Source: an optimization exercise on an open RTL-to-GDS flow (aim: small area and a short achievable clock period). Production flows keep margins and buffers that such runs may drop. Where RTL was checked, it was by simulation tests only, not by an equivalence proof against the original. For runs 2 and 4, only the layout was checked, not whether the RTL still works. Power and IR drop assume default switching activity.

==> design.v <==
package exe_pkg;
  localparam int xlen = 64;
endpackage
`timescale 1ns/1ns
module exe_add #(
  parameter int W    = 64,
  parameter int KIND = 0,
  parameter int LOGW = 6
) (
  input  logic [W-1:0] a,
  input  logic [W-1:0] b,
  input  logic         cin,
  output logic [W-1:0] sum,
  output logic         cout
);
  logic [W-1:0] p, g, gg, pp, t;
  always_comb begin
    p  = a ^ b;
    g  = a & b;
    gg = g;
    pp = p;
    gg[0] = g[0] | (p[0] & cin);
    if (KIND == 0) begin
      for (int l = 0; (1 << l) < W; l++)
        for (int i = (2 << l) - 1; i < W; i += (2 << l)) begin
          gg[i] = gg[i] | (pp[i] & gg[i - (1 << l)]);
          pp[i] = pp[i] & pp[i - (1 << l)];
        end
      for (int l = LOGW - 2; l >= 0; l--)
        for (int i = 3 * (1 << l) - 1; i < W; i += (2 << l)) begin
          gg[i] = gg[i] | (pp[i] & gg[i - (1 << l)]);
          pp[i] = pp[i] & pp[i - (1 << l)];
        end
    end else if (KIND == 1) begin
      for (int l = 0; (1 << l) < W; l++)
        for (int i = 0; i < W; i++)
          if ((i >> l) & 1) begin
            gg[i] = gg[i] | (pp[i] & gg[((i >> l) << l) - 1]);
            pp[i] = pp[i] & pp[((i >> l) << l) - 1];
          end
    end else begin
      for (int l = 0; (1 << l) < W; l++) begin
        t = gg;
        for (int i = W - 1; i >= (1 << l); i--) begin
          gg[i] = gg[i] | (pp[i] & t[i - (1 << l)]);
          pp[i] = pp[i] & pp[i - (1 << l)];
        end
      end
    end
    sum  = p ^ {gg[W-2:0], cin};
    cout = gg[W-1];
  end
endmodule
`timescale 1ns/1ns
module exe_top (
  input  logic        clk,
  input  logic        arst_n,
  input  logic        insn_valid,
  input  logic [63:0] insn_pc,
  input  logic [31:0] insn_word,
  input  logic [63:0] insn_imm,
  input  logic [63:0] insn_src1,
  input  logic [63:0] insn_src2,
  input  logic [4:0]  insn_rd,
  output logic        wb_valid,
  output logic [4:0]  wb_rd,
  output logic [63:0] wb_data,
  output logic        wb_long,
  output logic        redirect_valid,
  output logic [63:0] redirect_target,
  output logic        mem_valid,
  output logic [63:0] mem_addr,
  output logic [63:0] mem_data,
  output logic [3:0]  mem_op,
  output logic [4:0]  mem_rd
);
  localparam int AKIND = 0;
  logic [63:0] expect_pc;
  logic [63:0] res_q;
  logic [63:0] data_q;
  logic [4:0]  rd_q;
  logic [3:0]  op_q;
  logic [6:0] opc;
  logic [2:0] f3;
  logic [6:0] f7;
  assign opc = insn_word[6:0];
  assign f3  = insn_word[14:12];
  assign f7  = insn_word[31:25];
  logic q11, f7z, f7a, f6z, f6a;
  assign q11 = opc[1:0] == 2'b11;
  assign f7z = f7 == 7'b0000000;
  assign f7a = f7 == 7'b0100000;
  assign f6z = f7[6:1] == 6'b000000;
  assign f6a = f7[6:1] == 6'b010000;
  logic c_op, c_opimm, c_op32, c_opimm32, c_auipc, c_branch, c_jal, c_jalr, c_load, c_store;
  assign c_op      = q11 && opc[6:2] == 5'b01100;
  assign c_opimm   = q11 && opc[6:2] == 5'b00100;
  assign c_op32    = q11 && opc[6:2] == 5'b01110;
  assign c_opimm32 = q11 && opc[6:2] == 5'b00110;
  assign c_auipc   = q11 && opc[6:2] == 5'b00101;
  assign c_branch  = q11 && opc[6:2] == 5'b11000;
  assign c_jalr    = q11 && opc[6:2] == 5'b11001;
  assign c_jal     = q11 && opc[6:2] == 5'b11011;
  assign c_load    = q11 && opc[6:2] == 5'b00000;
  assign c_store   = q11 && opc[6:2] == 5'b01000;
  logic ok_op, ok_opimm, ok_op32, ok_opimm32;
  assign ok_op      = f7z || (f7a && (f3 == 3'd0 || f3 == 3'd5));
  assign ok_opimm   = (f3 == 3'd1) ? f6z : (f3 == 3'd5) ? (f6z || f6a) : 1'b1;
  assign ok_op32    = (f7z && (f3 == 3'd0 || f3 == 3'd1 || f3 == 3'd5)) ||
                      (f7a && (f3 == 3'd0 || f3 == 3'd5));
  assign ok_opimm32 = (f3 == 3'd0) || (f3 == 3'd1 && f7z) || (f3 == 3'd5 && (f7z || f7a));
  logic is_wb, is_mem, is_br, is_jmp;
  assign is_wb  = (c_op && ok_op) || (c_opimm && ok_opimm) || (c_op32 && ok_op32) ||
                  (c_opimm32 && ok_opimm32) || c_auipc || c_jal || (c_jalr && f3 == 3'd0);
  assign is_mem = (c_load && f3 != 3'd7) || (c_store && !f3[2]);
  assign is_br  = c_branch && (f3[2] || !f3[1]);
  assign is_jmp = c_jal || (c_jalr && f3 == 3'd0);
  logic use_src2, word, sub, left, arith;
  assign use_src2 = (!opc[6] && opc[5] && opc[4]) || (opc[6] && !opc[2]);
  assign word     = opc[3] && !opc[6];
  assign sub      = (opc[6] && !opc[2]) ||
                    (opc[4] && (f3 == 3'd2 || f3 == 3'd3 || (f3 == 3'd0 && opc[5] && insn_word[30])));
  assign left     = !f3[2];
  assign arith    = insn_word[30];
  logic [63:0] a, b, bx, sum;
  logic        cout;
  assign a  = insn_src1;
  assign b  = use_src2 ? insn_src2 : insn_imm;
  assign bx = b ^ {64{sub}};
  exe_add #(.W(64), .KIND(AKIND)) add_a (.a(a), .b(bx), .cin(sub), .sum(sum), .cout(cout));
  logic ltu, lts, eq, cond;
  assign ltu  = !cout;
  assign lts  = (a[63] ^ b[63]) ? a[63] : ltu;
  assign eq   = (a ^ b) == 64'd0;
  assign cond = f3[2] ? ((f3[1] ? ltu : lts) ^ f3[0]) : (eq ^ f3[0]);
  logic [63:0] a_prep, sh_in, sh_out;
  logic [5:0]  amt;
  logic        fill;
  assign a_prep = word ? {{32{arith && a[31]}}, a[31:0]} : a;
  always_comb for (int i = 0; i < 64; i++) sh_in[i] = left ? a_prep[63-i] : a_prep[i];
  assign fill = arith && !left && a_prep[63];
  assign amt  = {b[5] && !word, b[4:0]};
  assign sh_out = 64'($signed({fill, sh_in}) >>> amt);
  logic [63:0] link, tgt_pc;
  assign link   = expect_pc + 64'd4;
  exe_add #(.W(64), .KIND(AKIND)) add_b (.a(expect_pc), .b(insn_imm), .cin(1'b0), .sum(tgt_pc), .cout());
  logic [63:0] r;
  always_comb begin
    if (opc[2]) r = opc[6] ? link : tgt_pc;
    else if (!opc[4]) r = sum;
    else begin
      case (f3)
        3'd0: r = sum;
        3'd1: for (int i = 0; i < 64; i++) r[i] = sh_out[63-i];
        3'd2, 3'd3: r = {63'd0, f3[0] ? ltu : lts};
        3'd4: r = a ^ b;
        3'd5: r = sh_out;
        3'd6: r = a | b;
        default: r = a & b;
      endcase
    end
  end
  logic accept, take;
  assign accept = insn_valid && insn_pc == expect_pc;
  assign take   = is_jmp || (is_br && cond);
  always_ff @(posedge clk or negedge arst_n) begin
    if (!arst_n) begin
      expect_pc      <= 64'd0;
      wb_valid       <= 1'b0;
      redirect_valid <= 1'b0;
      mem_valid      <= 1'b0;
    end else begin
      wb_valid       <= accept && is_wb;
      redirect_valid <= accept && take;
      mem_valid      <= accept && is_mem;
      if (accept) expect_pc <= take ? (opc[2] && !opc[3] ? {sum[63:1], 1'b0} : tgt_pc) : link;
    end
  end
  always_ff @(posedge clk) begin
    res_q  <= word ? {{32{r[31]}}, r[31:0]} : r;
    data_q <= opc[5] ? insn_src2 : 64'd0;
    rd_q   <= (opc[5] && !opc[4] && !opc[6]) ? 5'd0 : insn_rd;
    op_q   <= {(!opc[6] && !opc[4] && !opc[2]) ? opc[5] : !word, f3};
  end
  assign wb_rd           = rd_q;
  assign wb_data         = res_q;
  assign wb_long         = op_q[3];
  assign redirect_target = expect_pc;
  assign mem_addr        = res_q;
  assign mem_data        = data_q;
  assign mem_op          = op_q;
  assign mem_rd          = rd_q;
endmodule
==> run.sh <==
#!/bin/bash
# synth_recipe.tcl (not shown) runs the flow's synth.tcl, then flattens the netlist and writes it again
# the make line also repeats each setting of config.mk as NAME=value (left out here)
make -C /OpenROAD-flow-scripts/flow DESIGN_CONFIG=/design/flow/config.mk WORK_HOME=/design/flow/orfs CLKGATE_MAP_FILE= SYNTH_SCRIPT=/design/flow/synth_recipe.tcl finish
==> config.mk <==
export PLATFORM = sky130hd
export DESIGN_NAME = exe_top
export DESIGN_NICKNAME = exe_top
export VERILOG_FILES = /design/flow/design.v
export SDC_FILE = /design/flow/constraint.sdc
export NUM_CORES = 4
export LEC_CHECK = 0
export CAP_MARGIN = 20
export CORE_MARGIN = 2
export CORE_UTILIZATION = 35
export SETUP_SLACK_MARGIN = 0.2
export SLEW_MARGIN = 20
==> constraint.sdc <==
create_clock -name core_clock -period 10.0 [get_ports {clk}]
set_input_delay 2.0000 -clock core_clock [delete_from_list [all_inputs] [get_ports {clk}]]
set_output_delay 2.0000 -clock core_clock [all_outputs]
set_load 0.01 [all_outputs]
==> flow_summary.yaml, run 1 <==
die:
  die-height_um: 294.1
  boundaryPins: 570
  std_cell_rows: 106
  die_x_um: 294.1
  core-area_sq_um: 83560
  dieArea_sq_um: 86510
  start_util: 0.3526
critical_path:
  cp.buffers_inverters: 4
  required_ns: 10.47
  path_max_fanout: 40
  critPathLaunch: "insn_word[12]"
  critPathSlowestCell: "a2111oi_0"
  path_cells: "clkdlybuf4s50_1, nor2b_1, a21oi_1, o21ai_4, buf_4, buf_4, xnor2_1, ha_1, a21oi_1, o21ai_0, a211oi_1, a21oi_1, nor2_1, o21bai_1, a21o_1, a21o_1, fa_1, xnor2_1, buf_4, o21ai_0, a2111oi_0, o31ai_1, a211oi_1, o21ai_1"
  reg2reg_from: "expect_pc[2]"
  crit_path_start_kind: "input pin"
  worstSetupEndpointType: "flop"
  critPathTopFamily: "compound AO/OA/AOI/OAI gates"
  critPathMaxStageDelay_ns: 0.81
  path_class: "in2reg"
  worstPathArrival_ns: 9.34
sta:
  fmax_mhz: 112.7
  slew_headroom: 0.1445
  fin_crit_ns: 8.870
  period_share: 0.8870
  worstMarginPinSlew_ns: 1.275
  setup_tns_ns: 0
  report.final.setup_viol: 0
  hold_viol: 0
  drv_slew: 0
  rsz0062_at_grt: "no"
  fin_worst_skew_ns: 0.01992
clock_tree:
  root_buffer: "clkbuf_16"
  insertion_delay_ns: 0.61
  cts_tree: "done"
  clock-sinks: 204
  cts_max_level: 1
  cts_buffer_depth: 3
  hold_buffers: 0
  cts_resized: 0
  cts_made_buffers: 27
  clk_pin_slew_ns: 0.06
  cts_setup_buffers: 0
routing:
  ant_nets: 0
  viasPerCell: 6.498
  wl_mm: 182.4
  firstDrtPassIters: 6
  wl_per_cell_um: 35.22
  drt-initial-drc-count: 5249
  drcViolationCount: 0
  vias: 33649
logic_synthesis:
  async_flop_share: 0.3284
  synth.most_common_cell: "a21oi_1"
  yosysUniqueCellTypes: 92
  synth_top_area_frac: 0.1070
  synth.area.top_cells: "ha_1 (11%), dfxtp_1 (9.3%), mux2i_1 (6.7%)"
  ys_top_cells_by_count: "a21oi_1 (320), nor2_1 (277), nand2_1 (275)"
  avgSynthCellArea_sq_um: 7.949
  yosysTopAreaCell: "ha_1"
  synth-seq-cells: 204
  ys_warn_count: 2
  postSynthCellCount: 3706
  synthFlopType: "dfxtp_1"
  netlist_area_sq_um: 29460
  syn_nets: 4318
  synth_edf_count: 0
  yosysSeqAreaShare: 0.1500
global_route:
  busiest_layer: "met2"
  grt_pass1_vias: 31240
  grt_use_met1: 0.5180
  grt_max_degree: 83
  grtUsageTotal: 0.4080
  grt_pass1_wl_mm: 249.4
  met2_usage: 0.5978
  antenna_found_initial: 25
  global_route.overflow_total: 0
  grt_util_met3: 0.1353
layout:
  area_delta_synth_final_pct: 24.33
  nFillCells: 8579
  register_area_sq_um: 4419
  finalNetCount: 4678
  drive_gt1_frac: 0.08052
  multi_input_area_sq_um: 22720
  final_area_sq_um: 36630
job:
  maxCapViolCount: 0
worst_hold_path:
  hold_start: "expect_pc[25]"
  hold_path.class: "reg2reg"
placement:
  place.port_buffers: 554
  dpl.hpwl_mm: 145.0
  placed_area_sq_um: 35660
  place_congestion: 1.124
pwr:
  peakVddDrop_v: 0.0001359
  p_leak_nw: 15.49
  p_per_area_nw_per_um2: 131.1
status:
  status: "complete, no violations"
tightest hold or removal path: stages (launching register included):
cell and delay [ns]:
dfrtp_1 0.48, nand2_1 0.07, o21ai_0 0.08
cells by family after synthesis:
kind of cell | Yosys count | share of synthesized area
and+or+nand+nor | 924 | 0.1475
buffers and inverters | 544 | 0.08269
xor gates and xnor gates | 228 | 0.06778
AOI/OAI and AO/OA | 1181 | 0.2614
muxes | 309 | 0.1401
adders and majority gates | 316 | 0.1505
DFF | 204 | 0.1500
where the power goes:
part           internal (mW)  switching [mW]  total (mW)
Clock                  0.596           0.438        1.03
Sequential             0.887          0.0378       0.925
Combinational           1.03            1.81        2.84
per-layer routing:
metal | wire [um] | share of wire
met3 | 23660 | 0.13
met1 | 69160 | 0.38
met4 | 13680 | 0.075
met2 | 75710 | 0.42
met5 | 184 | 0.0010
placed cells by master, fill, tap and decap left out, types with 42 or more instances in the layout:
| cell type | netlist | layout |
|---|---|---|
| clkdlybuf4s50_1 | 0 | 548 |
| a21oi_1 | 320 | 320 |
| nand2_1 | 275 | 272 |
| nor2_1 | 277 | 271 |
| ha_1 | 252 | 252 |
| o21ai_0 | 247 | 240 |
| inv_1 | 201 | 199 |
| mux2i_1 | 197 | 197 |
| xnor2_1 | 163 | 163 |
| dfxtp_1 | 137 | 137 |
| buf_4 | 73 | 117 |
| a21o_1 | 101 | 101 |
| and2_1 | 76 | 76 |
| mux4_2 | 69 | 69 |
| dfrtp_1 | 67 | 67 |
| nand3_1 | 67 | 66 |
| xor2_1 | 65 | 65 |
| fa_1 | 64 | 64 |
| nand4_1 | 46 | 46 |
| o211ai_1 | 42 | 42 |
cell type report:
class	instances	area share
multi-input cells	2958	0.6202
repair buffers	671	0.1755
flip-flops and latches	204	0.1207
well taps	1080	0.03689
clock buffers	39	0.02248
inverters	204	0.02097
clock inverters	10	0.002460
diodes	12	0.0008198
flip-flops by register name, summed over array words and instances (netlist names):
| signal | count |
|---|---|
| redirect_valid | 1 |
| rd_q | 5 |
| data_q | 64 |
| wb_valid | 1 |
| expect_pc | 64 |
| res_q | 64 |
| op_q | 4 |
| mem_valid | 1 |
metrics by stage:
stage          std cells  setup WS [ns]  hold WS [ns]  power (mW)    util
6_report            5178          1.130        0.6678       4.802  0.4384
5_1_grt             5168         0.9167        0.6842       4.914  0.4381
4_1_cts             5165          1.535        0.6614       4.667  0.4377
3_5_place_dp        5116         0.9356        0.6446       3.620  0.4268
3_3_place_gp        5116         0.9578        0.6403       3.620  0.4267
2_1_floorplan       3706          1.224        0.6157       2.351       -
worst paths after layout:
path | cells past startpoint | slack (ns) | to
worst max-delay path | 24 | 1.13 | res_q[39]
worst min-delay path | 2 | 0.67 | expect_pc[25]
worst max register to register | 20 | 4.24 | res_q[63]
worst min register to register | 2 | 0.67 | expect_pc[25]
max in group asynchronous | 2 | 7.66 | redirect_valid
min in group asynchronous | 1 | 1.29 | expect_pc[42]
==> inputs of run 2 (changes only) <==
--- a/design.v
+++ b/design.v
@@ -11,9 +11,11 @@
   input  logic [W-1:0] b,
   input  logic         cin,
   output logic [W-1:0] sum,
-  output logic         cout
+  output logic         cout,
+  output logic [W-1:0] p,
+  output logic [W-1:0] g
 );
-  logic [W-1:0] p, g, gg, pp, t;
+  logic [W-1:0] gg, pp, t;
   always_comb begin
     p  = a ^ b;
     g  = a & b;
@@ -122,16 +124,16 @@
                     (opc[4] && (f3 == 3'd2 || f3 == 3'd3 || (f3 == 3'd0 && opc[5] && insn_word[30])));
   assign left     = !f3[2];
   assign arith    = insn_word[30];
-  logic [63:0] a, b, bx, sum;
+  logic [63:0] a, b, bx, sum, ap, ag;
   logic        cout;
   assign a  = insn_src1;
   assign b  = use_src2 ? insn_src2 : insn_imm;
   assign bx = b ^ {64{sub}};
-  exe_add #(.W(64), .KIND(AKIND)) add_a (.a(a), .b(bx), .cin(sub), .sum(sum), .cout(cout));
+  exe_add #(.W(64), .KIND(AKIND)) add_a (.a(a), .b(bx), .cin(sub), .sum(sum), .cout(cout), .p(ap), .g(ag));
   logic ltu, lts, eq, cond;
   assign ltu  = !cout;
   assign lts  = (a[63] ^ b[63]) ? a[63] : ltu;
-  assign eq   = (a ^ b) == 64'd0;
+  assign eq   = &ap;
   assign cond = f3[2] ? ((f3[1] ? ltu : lts) ^ f3[0]) : (eq ^ f3[0]);
   logic [63:0] a_prep, sh_in, sh_out;
   logic [5:0]  amt;
@@ -140,29 +142,67 @@
   always_comb for (int i = 0; i < 64; i++) sh_in[i] = left ? a_prep[63-i] : a_prep[i];
   assign fill = arith && !left && a_prep[63];
   assign amt  = {b[5] && !word, b[4:0]};
-  assign sh_out = 64'($signed({fill, sh_in}) >>> amt);
+  always_comb begin
+    logic [63:0] t;
+    t = sh_in;
+    for (int k = 0; k < 6; k++)
+      for (int i = 0; i < 64; i++)
+        if (amt[k]) t[i] = (i + (1 << k) < 64) ? t[i + (1 << k)] : fill;
+    sh_out = t;
+  end
   logic [63:0] link, tgt_pc;
-  assign link   = expect_pc + 64'd4;
-  exe_add #(.W(64), .KIND(AKIND)) add_b (.a(expect_pc), .b(insn_imm), .cin(1'b0), .sum(tgt_pc), .cout());
+  logic [15:0] grp_all, grp_cin;
+  always_comb begin
+    for (int j = 0; j < 16; j++) begin
+      grp_all[j] = 1'b1;
+      for (int k = 0; k < 4; k++)
+        if (4*j + k >= 2) grp_all[j] = grp_all[j] & expect_pc[4*j + k];
+    end
+    grp_cin[0] = 1'b1;
+    for (int j = 1; j < 16; j++) grp_cin[j] = grp_cin[j-1] & grp_all[j-1];
+    link[1:0] = expect_pc[1:0];
+    for (int j = 0; j < 16; j++) begin
+      logic c;
+      c = grp_cin[j];
+      for (int k = 0; k < 4; k++)
+        if (4*j + k >= 2) begin
+          link[4*j + k] = expect_pc[4*j + k] ^ c;
+          c = c & expect_pc[4*j + k];
+        end
+    end
+  end
+  exe_add #(.W(64), .KIND(AKIND)) add_b (.a(expect_pc), .b(insn_imm), .cin(1'b0), .sum(tgt_pc), .cout(), .p(), .g());
+  logic s_tgt, s_link, s_sum, s_sll, s_slt, s_srl, s_px, s_ga;
+  assign s_tgt  = opc[2] && !opc[6];
+  assign s_link = opc[2] && opc[6];
+  assign s_sum  = !opc[2] && (!opc[4] || f3 == 3'd0);
+  assign s_sll  = !opc[2] && opc[4] && f3 == 3'd1;
+  assign s_slt  = !opc[2] && opc[4] && f3[2:1] == 2'b01;
+  assign s_srl  = !opc[2] && opc[4] && f3 == 3'd5;
+  assign s_px   = !opc[2] && opc[4] && (f3 == 3'd4 || f3 == 3'd6);
+  assign s_ga   = !opc[2] && opc[4] && f3[2:1] == 2'b11;
   logic [63:0] r;
   always_comb begin
-    if (opc[2]) r = opc[6] ? link : tgt_pc;
-    else if (!opc[4]) r = sum;
-    else begin
-      case (f3)
-        3'd0: r = sum;
-        3'd1: for (int i = 0; i < 64; i++) r[i] = sh_out[63-i];
-        3'd2, 3'd3: r = {63'd0, f3[0] ? ltu : lts};
-        3'd4: r = a ^ b;
-        3'd5: r = sh_out;
-        3'd6: r = a | b;
-        default: r = a & b;
-      endcase
-    end
+    for (int i = 0; i < 64; i++)
+      r[i] = (s_tgt && tgt_pc[i]) || (s_link && link[i]) || (s_sum && sum[i]) ||
+             (s_sll && sh_out[63-i]) || (s_srl && sh_out[i]) ||
+             (s_px && ap[i]) || (s_ga && ag[i]);
+    r[0] = r[0] || (s_slt && (f3[0] ? ltu : lts));
   end
   logic accept, take;
   assign accept = insn_valid && insn_pc == expect_pc;
   assign take   = is_jmp || (is_br && cond);
+  logic n_hold, n_link, n_jalr, n_tgt;
+  logic [63:0] nxt_pc;
+  assign n_hold = !accept;
+  assign n_link = accept && !take;
+  assign n_jalr = accept && take && opc[2] && !opc[3];
+  assign n_tgt  = accept && take && !(opc[2] && !opc[3]);
+  always_comb begin
+    for (int i = 0; i < 64; i++)
+      nxt_pc[i] = (n_hold && expect_pc[i]) || (n_link && link[i]) ||
+                  (n_jalr && sum[i] && i != 0) || (n_tgt && tgt_pc[i]);
+  end
   always_ff @(posedge clk or negedge arst_n) begin
     if (!arst_n) begin
       expect_pc      <= 64'd0;
@@ -173,7 +213,7 @@
       wb_valid       <= accept && is_wb;
       redirect_valid <= accept && take;
       mem_valid      <= accept && is_mem;
-      if (accept) expect_pc <= take ? (opc[2] && !opc[3] ? {sum[63:1], 1'b0} : tgt_pc) : link;
+      expect_pc      <= nxt_pc;
     end
   end
   always_ff @(posedge clk) begin
==> flow/run.sh (new file) <==
#!/bin/bash
# standard layout; port buffers use the smallest buffer, repair_timing sizes them
set -euo pipefail
bash standard.sh 'BUFFER_PORTS_ARGS=-buffer_cell sky130_fd_sc_hd__buf_1' finish > standard.log 2>&1
==> standard.sh (new file) <==
#!/bin/bash
# synth_recipe.tcl (not shown) runs the flow's synth.tcl, then flattens the netlist and writes it again
# the make line also repeats each setting of config.mk as NAME=value (left out here)
make -C /OpenROAD-flow-scripts/flow DESIGN_CONFIG=/design/flow/config.mk WORK_HOME=/design/flow/orfs CLKGATE_MAP_FILE= SYNTH_SCRIPT=/design/flow/synth_recipe.tcl "${@:-finish}"
--- a/config.mk
+++ b/config.mk
@@ -8,5 +8,5 @@
 export CAP_MARGIN = 20
 export CORE_MARGIN = 2
 export CORE_UTILIZATION = 35
-export SETUP_SLACK_MARGIN = 0.2
+export SETUP_SLACK_MARGIN = 4.5
 export SLEW_MARGIN = 20
removed: run.sh
==> run 2 against run 1 <==
Against the previous run: maximum frequency up 32%; die area down 13%; first-iteration DRC count down 30%; worst setup slack better by 2.2 ns; register-to-register slack worse by 0.57 ns; critical path depth down 1; worst hold slack worse by 0.025 ns; core utilization up 2.5 points; critical path type unchanged.
==> flow_summary.yaml, run 2 <==
sta:
  setup_tns_ns: 0
  fin_worst_skew_ns: 0.02056
  period_share: 0.6712
  hold_viol: 0
  drv_slew: 0
  worstMarginPinSlew_ns: 1.224
  setup_slack_ns: 3.288
  fmax_mhz: 149.0
  rsz0062_at_grt: "yes"
  report.final.setup_viol: 0
  fin_crit_ns: 6.712
  slew_headroom: 0.1753
layout:
  top_regs: "data_q (64), expect_pc (64), res_q (64)"
  final_common_cell: "buf_1"
  register_area_sq_um: 4419
  mostFrequentLayoutCells: "buf_1 (544), nand2_1 (350), nor2_1 (237)"
  nFillCells: 7223
  finalNetCount: 4290
  area_delta_synth_final_pct: 31.68
  drive_gt1_frac: 0.2151
  multi_input_area_sq_um: 21500
logic_synthesis:
  synth_fa_ha_area_frac: 0.1339
  ys_warn_count: 2
  syn_nets: 3713
  synthXorXnorAreaFrac: 0.06480
  synth-seq-cells: 204
  synth_edf_count: 0
  synth_compound_area_frac: 0.2348
  yosysSeqAreaShare: 0.1730
  synth.most_common_cell: "nand2_1"
  netlist_area_sq_um: 25550
  ys_top_cells_by_count: "nand2_1 (363), nor2_1 (258), o21ai_0 (246)"
  postSynthCellCount: 3182
  synthFlopType: "dfxtp_1"
  synth_top_family_by_area: "compound AO/OA/AOI/OAI gates"
  synth-simple-area-share: 0.1790
  yosysUniqueCellTypes: 92
  yosysTopAreaCell: "dfxtp_1"
  avgSynthCellArea_sq_um: 8.029
  synth_top_area_frac: 0.1074
  async_flop_share: 0.3284
  synth_mux_area_frac: 0.1396
  synth.area.top_cells: "dfxtp_1 (11%), ha_1 (8.4%), dfrtp_1 (6.6%)"
clock_tree:
  clk_pin_slew_ns: 0.06
  cts_max_level: 1
  clock-sinks: 204
  root_buffer: "clkbuf_16"
  cts_tree: "done"
  insertion_delay_ns: 0.61
  cts_buffer_depth: 3
  cts_made_buffers: 27
routing:
  wl_per_cell_um: 31.70
  vias: 30007
  drt-initial-drc-count: 3696
  firstDrtPassIters: 12
  ant_nets: 0
  drcViolationCount: 0
  viasPerCell: 6.319
  wl_mm: 150.5
die:
  std_cell_rows: 99
  start_util: 0.3519
  boundaryPins: 570
  core-area_sq_um: 72590
  die-height_um: 274.2
  die_x_um: 274.2
  dieArea_sq_um: 75170
worst_hold_path:
  hold_path.class: "reg2reg"
global_route:
  grt_pass1_wl_mm: 207.5
  global_route.overflow_total: 0
  grt_max_degree: 81
  grtUsageTotal: 0.3840
  grt_pass1_vias: 28175
  antenna_found_initial: 18
job:
  maxCapViolCount: 0
critical_path:
  critPathMaxStageDelay_ns: 0.77
  path_class: "in2reg"
  required_ns: 10.51
  worstPathArrival_ns: 7.22
  path_max_fanout: 7
  crit_path_start_kind: "input pin"
  critPathSlowestCell: "a222oi_1"
  path_common_cell: "buf_4"
  path_cells: "buf_4, nand3b_4, buf_6, nand2_8, mux2i_1, xnor2_1, ha_1, buf_4, nand4_1, nor4_4, o31ai_4, nand3_2, nand2_2, nand2_4, buf_4, buf_4, a21o_1, a21o_1, fa_1, a222oi_1, o2111a_2, o221a_4, nor2_4"
  worstSetupEndpointType: "flop"
placement:
  dp_slack_ns: 1.331
  place.port_buffers: 554
  dpl.hpwl_mm: 112.5
  place_congestion: 1.089
status:
  status: "complete, no violations"
pwr:
  p_leak_nw: 13.60
  peakVddDrop_v: 0.0001247
  p_per_area_nw_per_um2: 135.6
run 2: cell count changes after synthesis, sizes merged, moves of 38 or more:
cell	previous run	this run
a21oi	320	223
inv	204	107
nand2	275	364
ha	252	171
clkbuf	185	142
mux2i	198	160
run 2: final timing paths:
check	slack (ns)	cells past startpoint	from	end
setup reg to reg	3.67	23	expect_pc[2]	res_q[62]
setup / recovery	3.29	23	insn_word[4]	res_q[34]
max in group asynchronous	7.96	3	arst_n	expect_pc[8]
hold reg to reg	0.64	2	expect_pc[62]	expect_pc[62]
min in group asynchronous	1.39	2	arst_n	expect_pc[44]
hold / removal	0.64	2	expect_pc[62]	expect_pc[62]
run 2: power breakdown:
part / total (mW) / leakage [nW] / switching [mW] / internal [mW]
Combinational: 2.54 / 11.0 / 1.55 / 0.986
Clock: 1.10 / 0.485 / 0.451 / 0.648
Sequential: 0.926 / 2.07 / 0.0365 / 0.889
run 2: critical path: cells and delay by family:
| kind | cells | cell delay [ns] |
|---|---|---|
| buffers and inverters | 5 | 0.78 |
| multiplexers | 1 | 0.24 |
| adder cells (fa/ha/maj) | 2 | 0.78 |
| AND/OR/NAND/NOR | 8 | 1.52 |
| AO/OA/AOI/OAI | 6 | 1.73 |
| XOR/XNOR | 1 | 0.14 |
run 2: what timing repair did:
action,CTS,global route
resized for setup,435,120
hold buffers,0,0
pin swaps,164,90
gates cloned,22,1
endpoints found under the setup margin,129,125
setup buffers,134,37
run 2: routing by layer:
metal  up-vias  global-route usage  part of all wire
met4        14              0.2726             0.087
met1     14466              0.4656              0.36
li1      12825                   -                 -
met3       543              0.1166              0.13
met2      2159              0.5782              0.42
met5         -                   0           0.00065
run 2: through the flow:
step | hold slack [ns] | utilization | instances | area [sq um] | total power, mW
after detailed placement | 0.5865 | 0.3890 | 4493 | 28230 | 2.889
after global placement | 0.5923 | 0.3888 | 4491 | 28220 | 2.894
after CTS | 0.6151 | 0.4503 | 4699 | 32690 | 4.335
after global routing | 0.6368 | 0.4634 | 4746 | 33630 | 4.703
after floorplan | 0.5583 | - | 3182 | 25870 | 2.194
final | 0.6424 | 0.4635 | 4749 | 33640 | 4.560
run 2: cell type report:
cell class | count | share of cell area
antenna | 10 | 0.0007439
clock buffer | 35 | 0.02377
clock inverter | 15 | 0.005579
inverter | 107 | 0.01257
multi-input combinational | 2589 | 0.6390
sequential | 204 | 0.1314
tap | 959 | 0.03567
timing repair buffer | 830 | 0.1513
run 2: cells by family (layout without fill, tap and decap cells):
kind of cell             Yosys count  after routing
AO/OA/AOI/OAI                    910            910
XOR/XNOR                         189            189
adder cells (fa/ha/maj)          235            235
buffers and inverters            395            987
flip-flops                       204            204
multiplexers                     271            271
other                              0             10
AND/OR/NAND/NOR                  978            984
==> inputs of run 3 (changes only) <==
--- a/design.v
+++ b/design.v
@@ -76,7 +76,7 @@
   output logic [3:0]  mem_op,
   output logic [4:0]  mem_rd
 );
-  localparam int AKIND = 0;
+  localparam int AKIND = 1;
   logic [63:0] expect_pc;
   logic [63:0] res_q;
   logic [63:0] data_q;
==> flow/run.sh (replaced) <==
#!/bin/bash
# Standard layout (the standard.sh) with two changes:
#  - ADDER_MAP_FILE empty: Yosys does not pre-map full/half adders, so ABC
#    sees and times the whole datapath (registers are untouched)
#  - port buffers use the smallest buffer; repair_design/repair_timing size them
set -euo pipefail
bash standard.sh ADDER_MAP_FILE= 'BUFFER_PORTS_ARGS=-buffer_cell sky130_fd_sc_hd__buf_1' finish > standard.log 2>&1
--- a/config.mk
+++ b/config.mk
@@ -5,8 +5,9 @@
 export SDC_FILE = /design/flow/constraint.sdc
 export NUM_CORES = 4
 export LEC_CHECK = 0
+export ABC_AREA = 1
 export CAP_MARGIN = 20
 export CORE_MARGIN = 2
 export CORE_UTILIZATION = 35
-export SETUP_SLACK_MARGIN = 4.5
+export SETUP_SLACK_MARGIN = 5
 export SLEW_MARGIN = 20
==> run 3 against run 2 <==
Against the previous run: largest cell class unchanged; still clean on timing, DRC and antenna; sequential cell count stayed put; via count up 35%; combinational power decreased by 11%; routed wire length is 20% higher; synthesized cell count grew 67%; global-route usage is 1.1 points higher; worst hold slack got worse by 0.035 ns.
==> flow_summary.yaml, run 3 <==
pwr:
  p_per_area_nw_per_um2: 114.4
  fin_total_pwr_mw: 4.239
  p_leak_nw: 18.92
  peakVddDrop_v: 0.0001363
layout:
  drive_gt1_frac: 0.1553
  area_delta_synth_final_pct: 30.89
  nFillCells: 8513
  final_common_cell: "nand2_1"
  finalNetCount: 6141
  mostFrequentLayoutCells: "nand2_1 (1563), inv_1 (744), buf_1 (538)"
  top_regs: "data_q (64), expect_pc (64), res_q (64)"
routing:
  wl_mm: 179.9
  vias: 40430
  drcViolationCount: 0
  wl_per_cell_um: 25.92
  drt-initial-drc-count: 5677
  firstDrtPassIters: 7
  ant_nets: 0
  viasPerCell: 5.823
global_route:
  grtUsageTotal: 0.3951
  global_route.overflow_total: 0
  grt_pass1_vias: 34941
  antenna_found_initial: 20
  grt_max_degree: 87
  grt_pass1_wl_mm: 239.3
sta:
  period_share: 0.5248
  fin_crit_ns: 5.248
  slew_headroom: 0.1574
  fin_worst_skew_ns: 0.01907
  worstMarginPinSlew_ns: 1.256
  hold_viol: 0
  fmax_mhz: 190.6
  drv_slew: 0
  report.final.setup_viol: 0
  rsz0062_at_grt: "yes"
  setup_tns_ns: 0
job:
  maxCapViolCount: 0
die:
  std_cell_rows: 104
  core-area_sq_um: 80290
  boundaryPins: 570
  die-height_um: 288.3
  dieArea_sq_um: 83140
  die_x_um: 288.3
  start_util: 0.3524
critical_path:
  critPathTopFamily: "simple AND/OR/NAND/NOR gates"
  path_max_fanout: 6
  required_ns: 10.47
  critPathMaxStageDelay_ns: 0.28
  worstSetupEndpointType: "flop"
  critPathSlowestCell: "a21oi_4"
  path_common_cell: "nand2_2"
  r2r_slack_ns: 5.14
  r2r_end: "res_q[62]"
  path_class: "in2reg"
  worstPathArrival_ns: 5.71
  crit_path_start_kind: "input pin"
  reg2regPathDepth: 23
  reg2reg_from: "expect_pc[3]"
  cp.buffers_inverters: 9
logic_synthesis:
  synth-seq-cells: 204
  yosysSeqAreaShare: 0.1562
  synthFlopType: "dfxtp_1"
  synth_top_area_frac: 0.2329
  postSynthCellCount: 5300
  synth.area.top_cells: "nand2_1 (23%), inv_1 (10%), dfxtp_1 (9.7%)"
  ys_warn_count: 2
  yosysUniqueCellTypes: 64
  ys_top_cells_by_count: "nand2_1 (1756), inv_1 (761), nor2_1 (422)"
  avgSynthCellArea_sq_um: 5.339
  yosysTopAreaCell: "nand2_1"
  synth.most_common_cell: "nand2_1"
  synth_edf_count: 0
  netlist_area_sq_um: 28300
  async_flop_share: 0.3284
  syn_nets: 5596
status:
  status: "complete, no violations"
clock_tree:
  cts_max_level: 1
  cts_tree: "done"
  clk_pin_slew_ns: 0.06
  cts_made_buffers: 28
  clock-sinks: 204
  insertion_delay_ns: 0.60
  cts_buffer_depth: 3
  root_buffer: "clkbuf_16"
placement:
  place.port_buffers: 554
  dpl.hpwl_mm: 127.2
  place_congestion: 1.107
worst_hold_path:
  hold_start: "expect_pc[0]"
  hold_path.class: "reg2reg"
  hold_depth: 2
  min_delay_worst_endpoint: "expect_pc[0]"
==> run 3: cell count changes after synthesis, sizes merged, moves of 64 or more <==
cell | previous run | this run
nor2 | 258 | 432
mux2i | 160 | 39
nand4 | 56 | 255
a21oi | 223 | 134
ha | 171 | 0
nand2 | 364 | 1774
nand3 | 57 | 381
a21o | 75 | 2
xnor2 | 126 | 32
inv | 107 | 785
o21ai | 259 | 375
fa | 64 | 0
==> run 3: area by class of cell <==
type                       count  area, sq um  share of cell area
multi-input combinational   3981        21420              0.5782
timing repair buffer         840         5878              0.1587
sequential                   204         4420              0.1193
inverter                     790         2992             0.08077
tap                         1060         1326             0.03581
clock buffer                  41        885.9             0.02392
clock inverter                10        77.57            0.002094
antenna                       17        42.54            0.001149
==> run 3: metrics by stage <==
stage	cells	setup slack (ns)	hold slack, ns	util	instance area (sq um)
after detailed placement	6628	1.921	0.5419	0.3781	30360
after global routing	6928	4.689	0.6270	0.4609	37000
final	6943	4.752	0.6072	0.4613	37040
after global placement	6628	1.955	0.5283	0.3781	30360
after CTS	6804	4.974	0.5653	0.4251	34130
after floorplan	5300	5.163	0.5492	-	28300
==> run 3: power by group <==
part / switching [mW] / total, mW / internal [mW]
clock: 0.455 / 1.07 / 0.618
sequential: 0.0308 / 0.914 / 0.883
combinational: 1.53 / 2.25 / 0.721
total: 2.02 / 4.24 / 2.22
==> run 3: per-layer routing <==
| layer | part of all wire | vias to the layer above | global-route usage |
|---|---|---|---|
| li1 | - | 18149 | - |
| met1 | 0.35 | 18525 | 0.4798 |
| met2 | 0.41 | 2963 | 0.5873 |
| met3 | 0.13 | 787 | 0.08649 |
| met4 | 0.11 | 6 | 0.3483 |
| met5 | 0.00023 | - | 0 |
==> run 3: cell families (layout without fill, tap and decap cells) <==
kind of cell,count (synthesis),after routing,share of synthesized area
and+or+nand+nor,3087,3101,0.4752
buffers and inverters,1130,1681,0.1701
AOI/OAI and AO/OA,702,703,0.1418
DFF,204,204,0.1562
xor gates and xnor gates,138,138,0.04298
muxes,39,39,0.01380
other,0,17,0
==> run 3: tightest hold or removal path, stage by stage (launching register included) <==
cell	delay (ns)
dfrtp_1	0.40
nand2_1	0.09
o21ai_0	0.08
==> run 3: worst max-delay path by stage <==
stage / depth (start not counted) / end / slack [ns] / startpoint
after CTS: 21 / res_q[14] / 4.97 / insn_word[5]
final: 29 / expect_pc[38] / 4.75 / insn_word[6]
after global placement: 27 / expect_pc[63] / 1.95 / insn_word[5]
after floorplan: 30 / expect_pc[47] / 5.16 / insn_word[5]
after global routing: 32 / expect_pc[38] / 4.69 / insn_word[6]
after detailed placement: 27 / expect_pc[59] / 1.92 / insn_word[5]
==> run 3: what timing repair did <==
item,in CTS,in global routing
pin swaps,79,139
setup buffers,97,84
setup endpoints to repair,129,126
cloned,28,38
gates resized for setup,384,406
hold buffers,0,0
==> inputs of run 4 (changes only) <==
--- a/design.v
+++ b/design.v
@@ -76,7 +76,7 @@
   output logic [3:0]  mem_op,
   output logic [4:0]  mem_rd
 );
-  localparam int AKIND = 1;
+  localparam int AKIND = 0;
   logic [63:0] expect_pc;
   logic [63:0] res_q;
   logic [63:0] data_q;
@@ -118,10 +118,9 @@
   assign is_br  = c_branch && (f3[2] || !f3[1]);
   assign is_jmp = c_jal || (c_jalr && f3 == 3'd0);
   logic use_src2, word, sub, left, arith;
-  assign use_src2 = (!opc[6] && opc[5] && opc[4]) || (opc[6] && !opc[2]);
+  assign use_src2 = opc[5] && opc[4];
   assign word     = opc[3] && !opc[6];
-  assign sub      = (opc[6] && !opc[2]) ||
-                    (opc[4] && (f3 == 3'd2 || f3 == 3'd3 || (f3 == 3'd0 && opc[5] && insn_word[30])));
+  assign sub      = opc[4] && !f3[2] && (f3[1] || (opc[5] && insn_word[30]));
   assign left     = !f3[2];
   assign arith    = insn_word[30];
   logic [63:0] a, b, bx, sum, ap, ag;
@@ -130,11 +129,15 @@
   assign b  = use_src2 ? insn_src2 : insn_imm;
   assign bx = b ^ {64{sub}};
   exe_add #(.W(64), .KIND(AKIND)) add_a (.a(a), .b(bx), .cin(sub), .sum(sum), .cout(cout), .p(ap), .g(ag));
-  logic ltu, lts, eq, cond;
+  logic ltu, lts;
   assign ltu  = !cout;
   assign lts  = (a[63] ^ b[63]) ? a[63] : ltu;
-  assign eq   = &ap;
-  assign cond = f3[2] ? ((f3[1] ? ltu : lts) ^ f3[0]) : (eq ^ f3[0]);
+  logic bgeu_c, bltu, blts, beq, cond;
+  exe_add #(.W(64), .KIND(AKIND)) cmp_b (.a(insn_src1), .b(~insn_src2), .cin(1'b1), .sum(), .cout(bgeu_c), .p(), .g());
+  assign bltu = !bgeu_c;
+  assign blts = (insn_src1[63] ^ insn_src2[63]) ? insn_src1[63] : bltu;
+  assign beq  = insn_src1 == insn_src2;
+  assign cond = f3[2] ? ((f3[1] ? bltu : blts) ^ f3[0]) : (beq ^ f3[0]);
   logic [63:0] a_prep, sh_in, sh_out;
   logic [5:0]  amt;
   logic        fill;
==> run 4 against run 3 <==
Against the previous run: clock-buffer cell count decreased by 1; clock skew increased by 0.0074 ns; routed wire length is 11% lower; worst hold slack better by 0.018 ns; maximum frequency grew 4.5%; combinational power decreased by 23%; sequential power hardly changed; clock power rose by 8%; sequential cell count is the same; synthesized cell count down 6.0%; critical path depth is 13 lower; final area is 12% lower; critical path type unchanged; critical endpoint is now res_q[46]; largest cell class unchanged; largest power group unchanged.
==> flow_summary.yaml, run 4 <==
sta:
  worstMarginPinSlew_ns: 0.8163
  fin_worst_skew_ns: 0.02648
  slew_headroom: 0.4508
  setup_tns_ns: 0
  report.final.setup_viol: 0
  hold_viol: 0
  rsz0062_at_grt: "no"
  period_share: 0.5023
  drv_slew: 0
  fin_crit_ns: 5.023
  fmax_mhz: 199.1
pwr:
  intPower_mw: 2.077
  p_per_area_nw_per_um2: 117.1
  p_sw_frac: 0.4561
  p_switching_mw: 1.742
  fin_total_pwr_mw: 3.819
  p_leak_nw: 16.21
  peakVddDrop_v: 0.0001418
  combinationalPowerShare: 0.456
  clkPwrFrac: 0.305
  p_seq_frac: 0.239
job:
  maxCapViolCount: 0
layout:
  top_regs: "data_q (64), expect_pc (64), res_q (64)"
  area_delta_synth_final_pct: 20.99
  mostFrequentLayoutCells: "nand2_1 (1624), inv_1 (602), buf_1 (531)"
  register_area_sq_um: 4419
  multi_input_area_sq_um: 19510
  finalNetCount: 5730
  drive_gt1_frac: 0.1041
  nFillCells: 8545
  final_common_cell: "nand2_1"
die:
  dieArea_sq_um: 79270
  boundaryPins: 570
  std_cell_rows: 101
  core-area_sq_um: 76080
  die-height_um: 281.6
  die_x_um: 281.6
  start_util: 0.3544
logic_synthesis:
  avgSynthCellArea_sq_um: 5.414
  yosysUniqueCellTypes: 73
  synthFlopType: "dfxtp_1"
  syn_nets: 5276
  synth.area.top_cells: "nand2_1 (23%), dfxtp_1 (10%), inv_1 (8.6%)"
  netlist_area_sq_um: 26960
  synth_top_area_frac: 0.2323
  synth_edf_count: 0
  async_flop_share: 0.3284
  ys_warn_count: 2
  yosysSeqAreaShare: 0.1639
  postSynthCellCount: 4980
  ys_top_cells_by_count: "nand2_1 (1669), inv_1 (617), nor2_1 (538)"
  synth.most_common_cell: "nand2_1"
  synth-seq-cells: 204
  yosysTopAreaCell: "nand2_1"
clock_tree:
  clock-sinks: 204
  clk_pin_slew_ns: 0.06
  cts_made_buffers: 30
  insertion_delay_ns: 0.64
  cts_buffer_depth: 3
  hold_buffers: 0
  cts_tree: "done"
  root_buffer: "clkbuf_16"
  cts_max_level: 1
critical_path:
  required_ns: 10.51
  path_common_cell: "buf_4"
  path_cells: "clkbuf_2, buf_12, buf_12, buf_4, inv_1, nor2_1, inv_1, nor3_2, buf_4, inv_2, buf_4, o22ai_1, nor3_2, nand4_1, nand2_1, nand2_1"
  worstSetupEndpointType: "flop"
  crit_path_start_kind: "input pin"
  path_class: "in2reg"
  r2r_slack_ns: 5.37
  critPathSlowestCell: "inv_2"
  reg2regPathDepth: 23
  r2r_end: "res_q[63]"
  worstPathArrival_ns: 5.53
  reg2reg_from: "expect_pc[2]"
  path_max_fanout: 26
  critPathMaxStageDelay_ns: 0.56
worst_hold_path:
  hold_path.class: "reg2reg"
  min_delay_worst_endpoint: "expect_pc[37]"
  hold_depth: 2
  hold_start: "expect_pc[37]"
routing:
  wl_mm: 160.7
  viasPerCell: 5.603
  firstDrtPassIters: 8
  wl_per_cell_um: 24.70
  vias: 36440
  ant_nets: 0
  drt-initial-drc-count: 5302
  drcViolationCount: 0
global_route:
  grtUsageTotal: 0.3766
  antenna_found_initial: 24
  grt_max_degree: 79
  grt_pass1_vias: 32059
  global_route.overflow_total: 0
  grt_pass1_wl_mm: 217.3
placement:
  dpl.hpwl_mm: 121.0
  place_congestion: 1.065
  place.port_buffers: 554
status:
  status: "complete, no violations"
run 4: cell families (layout without fill, tap and decap cells):
group | Yosys count | in the layout | share of synthesized area
AND/OR/NAND/NOR | 2879 | 2888 | 0.4505
flip-flops | 204 | 204 | 0.1639
multiplexers | 27 | 27 | 0.01002
buffers and inverters | 915 | 1384 | 0.1483
other | 0 | 16 | 0
XOR/XNOR | 160 | 160 | 0.05281
AO/OA/AOI/OAI | 795 | 795 | 0.1744
run 4: layer usage:
layer	GRT usage	up-vias	routed length (um)
li1	-	16887	-
met1	0.4787	16556	60650
met2	0.5552	2442	65520
met3	0.09223	539	20270
met4	0.2684	16	14130
met5	0	-	102
run 4: repair_timing:
| item | in CTS | in global routing |
|---|---|---|
| setup endpoints to repair | 129 | 119 |
| pin swaps | 15 | 45 |
| cloned | 15 | 16 |
| gates resized for setup | 133 | 220 |
| setup buffers | 25 | 40 |
run 4: worst max-delay path by stage:
stage	from	endpoint	slack (ns)
CTS	insn_word[4]	res_q[63]	4.94
detailed placement	insn_src1[63]	expect_pc[31]	2.77
finish	insn_word[4]	res_q[46]	4.98
global route	insn_word[5]	res_q[62]	4.96
global placement	insn_src1[63]	expect_pc[58]	2.72
floorplan	insn_word[14]	res_q[63]	5.38
run 4: metrics by stage:
step,hold slack (ns),util,cell area (sq um),setup slack [ns],instances
after floorplan,0.5815,-,26960,5.376,4980
after global placement,0.5753,0.3835,29170,2.716,6335
after detailed placement,0.5938,0.3835,29170,2.771,6335
after CTS,0.6085,0.4111,31280,4.943,6431
after global routing,0.6485,0.4288,32620,4.956,6502
final,0.6249,0.4288,32620,4.977,6504
run 4: power groups by stage:
stage | sequential [mW] | clock, mW | combinational, mW
6_report | 0.912 | 1.16 | 1.74
3_5_place_dp | 0.928 | 0 | 1.50
2_1_floorplan | 0.955 | 0 | 0.995
4_1_cts | 0.912 | 1.18 | 1.57
5_1_grt | 0.917 | 1.20 | 1.86
3_3_place_gp | 0.927 | 0 | 1.50
run 4: critical path: cells and delay by family:
kind	cells	cell delay [ns]
AOI/OAI and AO/OA	1	0.30
and+or+nand+nor	6	0.97
buffers and inverters	9	2.16
run 4: layout make-up:
type / instances / share of cell area
Antenna cell: 16 / 0.001227
Clock buffer: 40 / 0.02800
Clock inverter: 16 / 0.004334
Inverter: 634 / 0.07525
Multi-Input combinational cell: 3870 / 0.5979
Sequential cell: 204 / 0.1355
Tap cell: 1030 / 0.03950
Timing Repair Buffer: 691 / 0.1176
Timing Repair inverter: 3 / 0.0007670
==> inputs of run 5 (changes only) <==
--- a/design.v
+++ b/design.v
@@ -117,31 +117,31 @@
   assign is_mem = (c_load && f3 != 3'd7) || (c_store && !f3[2]);
   assign is_br  = c_branch && (f3[2] || !f3[1]);
   assign is_jmp = c_jal || (c_jalr && f3 == 3'd0);
-  logic use_src2, word, sub, left, arith;
+  logic use_src2, use_pc, word, sub, left, arith;
   assign use_src2 = opc[5] && opc[4];
+  assign use_pc   = (opc[6] ^ opc[2]) || (opc[6] && opc[3]);
   assign word     = opc[3] && !opc[6];
-  assign sub      = opc[4] && !f3[2] && (f3[1] || (opc[5] && insn_word[30]));
+  assign sub      = opc[5] && opc[4] && insn_word[30];
   assign left     = !f3[2];
   assign arith    = insn_word[30];
   logic [63:0] a, b, bx, sum, ap, ag;
-  logic        cout;
-  assign a  = insn_src1;
+  logic        cout_unused;
+  assign a  = use_pc ? expect_pc : insn_src1;
   assign b  = use_src2 ? insn_src2 : insn_imm;
   assign bx = b ^ {64{sub}};
-  exe_add #(.W(64), .KIND(AKIND)) add_a (.a(a), .b(bx), .cin(sub), .sum(sum), .cout(cout), .p(ap), .g(ag));
-  logic ltu, lts;
-  assign ltu  = !cout;
-  assign lts  = (a[63] ^ b[63]) ? a[63] : ltu;
-  logic bgeu_c, bltu, blts, beq, cond;
-  exe_add #(.W(64), .KIND(AKIND)) cmp_b (.a(insn_src1), .b(~insn_src2), .cin(1'b1), .sum(), .cout(bgeu_c), .p(), .g());
-  assign bltu = !bgeu_c;
-  assign blts = (insn_src1[63] ^ insn_src2[63]) ? insn_src1[63] : bltu;
-  assign beq  = insn_src1 == insn_src2;
-  assign cond = f3[2] ? ((f3[1] ? bltu : blts) ^ f3[0]) : (beq ^ f3[0]);
+  exe_add #(.W(64), .KIND(AKIND)) add_a (.a(a), .b(bx), .cin(sub), .sum(sum), .cout(cout_unused), .p(ap), .g(ag));
+  logic [63:0] cb;
+  logic geu_c, ltu, lts, eq, cond;
+  assign cb   = opc[5] ? insn_src2 : insn_imm;
+  exe_add #(.W(64), .KIND(AKIND)) cmp_b (.a(insn_src1), .b(~cb), .cin(1'b1), .sum(), .cout(geu_c), .p(), .g());
+  assign ltu  = !geu_c;
+  assign lts  = (insn_src1[63] ^ cb[63]) ? insn_src1[63] : ltu;
+  assign eq   = insn_src1 == cb;
+  assign cond = f3[2] ? ((f3[1] ? ltu : lts) ^ f3[0]) : (eq ^ f3[0]);
   logic [63:0] a_prep, sh_in, sh_out;
   logic [5:0]  amt;
   logic        fill;
-  assign a_prep = word ? {{32{arith && a[31]}}, a[31:0]} : a;
+  assign a_prep = word ? {{32{arith && insn_src1[31]}}, insn_src1[31:0]} : insn_src1;
   always_comb for (int i = 0; i < 64; i++) sh_in[i] = left ? a_prep[63-i] : a_prep[i];
   assign fill = arith && !left && a_prep[63];
   assign amt  = {b[5] && !word, b[4:0]};
@@ -153,7 +153,7 @@
         if (amt[k]) t[i] = (i + (1 << k) < 64) ? t[i + (1 << k)] : fill;
     sh_out = t;
   end
-  logic [63:0] link, tgt_pc;
+  logic [63:0] link;
   logic [15:0] grp_all, grp_cin;
   always_comb begin
     for (int j = 0; j < 16; j++) begin
@@ -174,11 +174,9 @@
         end
     end
   end
-  exe_add #(.W(64), .KIND(AKIND)) add_b (.a(expect_pc), .b(insn_imm), .cin(1'b0), .sum(tgt_pc), .cout(), .p(), .g());
-  logic s_tgt, s_link, s_sum, s_sll, s_slt, s_srl, s_px, s_ga;
-  assign s_tgt  = opc[2] && !opc[6];
+  logic s_link, s_sum, s_sll, s_slt, s_srl, s_px, s_ga;
   assign s_link = opc[2] && opc[6];
-  assign s_sum  = !opc[2] && (!opc[4] || f3 == 3'd0);
+  assign s_sum  = (opc[2] && !opc[6]) || (!opc[2] && (!opc[4] || f3 == 3'd0));
   assign s_sll  = !opc[2] && opc[4] && f3 == 3'd1;
   assign s_slt  = !opc[2] && opc[4] && f3[2:1] == 2'b01;
   assign s_srl  = !opc[2] && opc[4] && f3 == 3'd5;
@@ -187,7 +185,7 @@
   logic [63:0] r;
   always_comb begin
     for (int i = 0; i < 64; i++)
-      r[i] = (s_tgt && tgt_pc[i]) || (s_link && link[i]) || (s_sum && sum[i]) ||
+      r[i] = (s_link && link[i]) || (s_sum && sum[i]) ||
              (s_sll && sh_out[63-i]) || (s_srl && sh_out[i]) ||
              (s_px && ap[i]) || (s_ga && ag[i]);
     r[0] = r[0] || (s_slt && (f3[0] ? ltu : lts));
@@ -195,16 +193,16 @@
   logic accept, take;
   assign accept = insn_valid && insn_pc == expect_pc;
   assign take   = is_jmp || (is_br && cond);
-  logic n_hold, n_link, n_jalr, n_tgt;
+  logic n_hold, n_link, n_tgt, jalr_sel;
   logic [63:0] nxt_pc;
-  assign n_hold = !accept;
-  assign n_link = accept && !take;
-  assign n_jalr = accept && take && opc[2] && !opc[3];
-  assign n_tgt  = accept && take && !(opc[2] && !opc[3]);
+  assign n_hold   = !accept;
+  assign n_link   = accept && !take;
+  assign n_tgt    = accept && take;
+  assign jalr_sel = opc[2] && !opc[3];
   always_comb begin
     for (int i = 0; i < 64; i++)
-      nxt_pc[i] = (n_hold && expect_pc[i]) || (n_link && link[i]) ||
-                  (n_jalr && sum[i] && i != 0) || (n_tgt && tgt_pc[i]);
+      nxt_pc[i] = (n_hold && expect_pc[i]) || (n_link && link[i]) || (n_tgt && sum[i]);
+    nxt_pc[0] = (n_hold && expect_pc[0]) || (n_link && link[0]) || (n_tgt && sum[0] && !jalr_sel);
   end
   always_ff @(posedge clk or negedge arst_n) begin
     if (!arst_n) begin
==> run 5 against run 4 <==
Against the previous run: largest cell class unchanged; critical endpoint is now expect_pc[22]; worst setup slack got worse by 0.073 ns; global-route usage is 0.90 points higher; combinational power down 3%; routed wire length is 5.9% lower; sequential share of layout area rose by 1.1 points; first-iteration DRC count is 27% lower; synthesized cell count decreased by 10%; via count down 9.6%; final area fell by 7.7%; maximum frequency fell by 1.4%; final cell count shrank 9.5%; highest routed layer unchanged.
==> flow_summary.yaml, run 5 <==
routing:
  drcViolationCount: 0
  drt-initial-drc-count: 3860
  wl_per_cell_um: 25.67
  wl_met3_mm: 14.82
  wl_mm: 151.1
  wl_met2_mm: 64.31
  dr.max_layer_used: "met5"
  vias: 32936
  ant_nets: 0
  viasPerCell: 5.595
  firstDrtPassIters: 8
  wl_met1_mm: 59.47
die:
  std_cell_rows: 97
  die_x_um: 269.2
  start_util: 0.3528
  core-area_sq_um: 69790
  die-height_um: 269.2
  boundaryPins: 570
  dieArea_sq_um: 72480
placement:
  dp_slack_ns: 2.804
  dpl.hpwl_mm: 115.5
  place_congestion: 1.062
  placed_area_sq_um: 26680
  place.port_buffers: 554
clock_tree:
  clock-sinks: 204
  hold_buffers: 0
  root_buffer: "clkbuf_16"
  insertion_delay_ns: 0.58
  cts_tree: "done"
  cts_made_buffers: 25
  cts_max_level: 1
  cts_buffer_depth: 3
  clk_pin_slew_ns: 0.06
layout:
  finalNetCount: 5218
  area_delta_synth_final_pct: 22.35
  final_common_cell: "nand2_1"
  drive_gt1_frac: 0.09775
  mostFrequentLayoutCells: "nand2_1 (1581), buf_1 (546), inv_1 (528)"
  top_regs: "data_q (64), expect_pc (64), res_q (64)"
  final_area_sq_um: 30120
critical_path:
  critPathTopFamily: "simple AND/OR/NAND/NOR gates"
  r2r_slack_ns: 5.55
  worstSetupEndpointType: "flop"
  critPathMaxStageDelay_ns: 0.78
  path_cells: "buf_1, xnor2_1, nand4_1, nor4b_2, nand3_4, buf_4, a21oi_2, buf_4, nand3_1, nand3_1"
  critPathLaunch: "insn_pc[36]"
  required_ns: 10.51
  crit_path_start_kind: "input pin"
  cp.buffers_inverters: 3
  path_class: "in2reg"
  reg2reg_from: "expect_pc[2]"
  critPathSlowestCell: "xnor2_1"
  path_max_fanout: 36
  worstPathArrival_ns: 5.60
logic_synthesis:
  postSynthCellCount: 4482
  avgSynthCellArea_sq_um: 5.493
  synth_top_area_frac: 0.2476
  syn_nets: 4778
  synth_edf_count: 0
  synth-seq-cells: 204
  yosysTopAreaCell: "nand2_1"
  yosysUniqueCellTypes: 68
  async_flop_share: 0.3284
  yosysSeqAreaShare: 0.1795
  netlist_area_sq_um: 24620
  synth.area.top_cells: "nand2_1 (25%), dfxtp_1 (11%), inv_1 (8.2%)"
  ys_top_cells_by_count: "nand2_1 (1624), inv_1 (539), o21ai_0 (377)"
  synth.most_common_cell: "nand2_1"
  synthFlopType: "dfxtp_1"
  ys_warn_count: 2
sta:
  whs_ns: 0.5330
  setup_slack_ns: 4.905
  fin_crit_ns: 5.095
  period_share: 0.5095
  fin_worst_skew_ns: 0.01316
  rsz0062_at_grt: "yes"
  worstMarginPinSlew_ns: 1.170
  drv_slew: 0
  fmax_mhz: 196.3
  slew_headroom: 0.2192
  report.final.setup_viol: 0
  hold_viol: 0
  setup_tns_ns: 0
job:
  maxCapViolCount: 0
global_route:
  grtUsageTotal: 0.3857
  antenna_found_initial: 8
  global_route.overflow_total: 0
  grt_pass1_vias: 29681
  grt_pass1_wl_mm: 205.0
  grt_max_degree: 73
status:
  status: "complete, no violations"
pwr:
  fin_total_pwr_mw: 3.668
  peakVddDrop_v: 0.0001275
  p_leak_nw: 14.71
  p_per_area_nw_per_um2: 121.8
worst_hold_path:
  hold_path.class: "reg2reg"
  hold_start: "expect_pc[33]"
[run 5: cell count changes in the layout (fill, tap and decap cells not counted), sizes merged, moves of 31 or more]
| cell | previous run | this run |
|---|---|---|
| nor2 | 551 | 334 |
| nand3 | 343 | 265 |
| inv | 633 | 558 |
| xor2 | 126 | 77 |
| nand2 | 1709 | 1661 |
| xnor2 | 34 | 77 |
| or2 | 77 | 46 |
[run 5: final cells by class]
class                      count  area (sq um)
timing repair buffer         664          3649
antenna                        6         15.01
clock buffer                  34         719.4
sequential                   204          4419
multi-input combinational   3459         17710
timing repair inverter         3         27.53
tap                          940          1176
inverter                     565          2206
clock inverter                12         196.4
fill                        7979         39670
[run 5: metal layers]
metal  vias to the layer above  track usage
met2                      1944       0.6007
li1                      15221            -
met4                         2       0.2564
met1                     15339       0.4906
met5                         -            0
met3                       430      0.06305
[run 5: cells by family after synthesis]
group           synth area share
xor+xnor                 0.05509
flops                     0.1795
compound gates            0.1783
simple gates              0.4176
buf+inv                   0.1496
mux                      0.01992
[run 5: worst paths after layout]
kind / cells after the start / endpoint
max: 10 / expect_pc[22]
min: 2 / expect_pc[33]
max in group asynchronous: 2 / wb_valid
max reg2reg: 25 / res_q[53]
min reg2reg: 2 / expect_pc[33]
min in group asynchronous: 1 / expect_pc[10]
[run 5: repair_timing]
| item | 4_1_cts | 5_1_grt |
|---|---|---|
| cloned | 17 | 22 |
| endpoints found under the setup margin | 129 | 124 |
| gates resized for setup | 180 | 231 |
| setup buffers | 24 | 31 |
| pin swaps | 18 | 53 |
| hold endpoints to repair | 0 | 0 |
[run 5: through the flow]
stage	instances	utilization
floorplan	4482	-
CTS	5828	0.4114
global route	5884	0.4315
detailed placement	5741	0.3823
global placement	5741	0.3823
finish	5887	0.4316
[run 5: power breakdown]
| group | total, mW | switching (mW) | internal, mW |
|---|---|---|---|
| combinational | 1.69 | 1.19 | 0.496 |
| sequential | 0.938 | 0.0466 | 0.891 |
| clock | 1.04 | 0.411 | 0.632 |
[run 5: worst reg2reg max path: stages, from the launching register on]
cell      delay [ns]
dfrtp_1         0.57
nand2_1         0.15
inv_2           0.08
nand2_1         0.10
nor2_1          0.15
nand2_1         0.11
nor2_1          0.17
nand2_1         0.19
nor3_2          0.20
nand2_1         0.12
nor2_1          0.17
nand2_1         0.15
nor2_2          0.32
nand3_1         0.28
nor2_2          0.23
nand2_2         0.12
nor2_4          0.17
nand2_1         0.10
nor2_1          0.14
inv_1           0.07
nand2_1         0.14
o211ai_1        0.11
nor2_1          0.26
nand2_1         0.10
nand2_1         0.07
nand2_1         0.05

## what the ideal ports hide
No port has a modelled driver above. Below, the same layouts with a new extraction and two added sets of constraints. Step 1, drivers: a clkbuf_16 drives clk and a buf_2 each remaining input, both assumed. Step 2 moves the port delays by t, midway between the first and last clock arrival at a register: inputs arrive t later, outputs are due t later. That takes back most of the time a late clock gives input paths. Slacks: ideal ports / drivers / drivers and shift; pairs: ideal ports / drivers.
| run | t (ns) | slack for setup (ns) | worst data-port slew with drivers (ns) |
|---|---|---|---|
| run 1 | 0.675 | 1.130 / 1.172 / 0.497 | 0.19 |
| run 2 | 0.675 | 3.288 / 3.330 / 2.655 | 0.17 |
| run 3 | 0.663 | 4.752 / 4.721 / 4.058 | 0.16 |
| run 4 | 0.700 | 4.977 / 4.926 / 4.227 | 0.21 |
| run 5 | 0.639 | 4.905 / 4.898 / 4.258 | 0.26 |
After both steps every run listed still meets setup and hold. For run 4, which loses most, drivers alone change the setup slack by -0.051 ns; drivers and shift together by -0.750 ns.
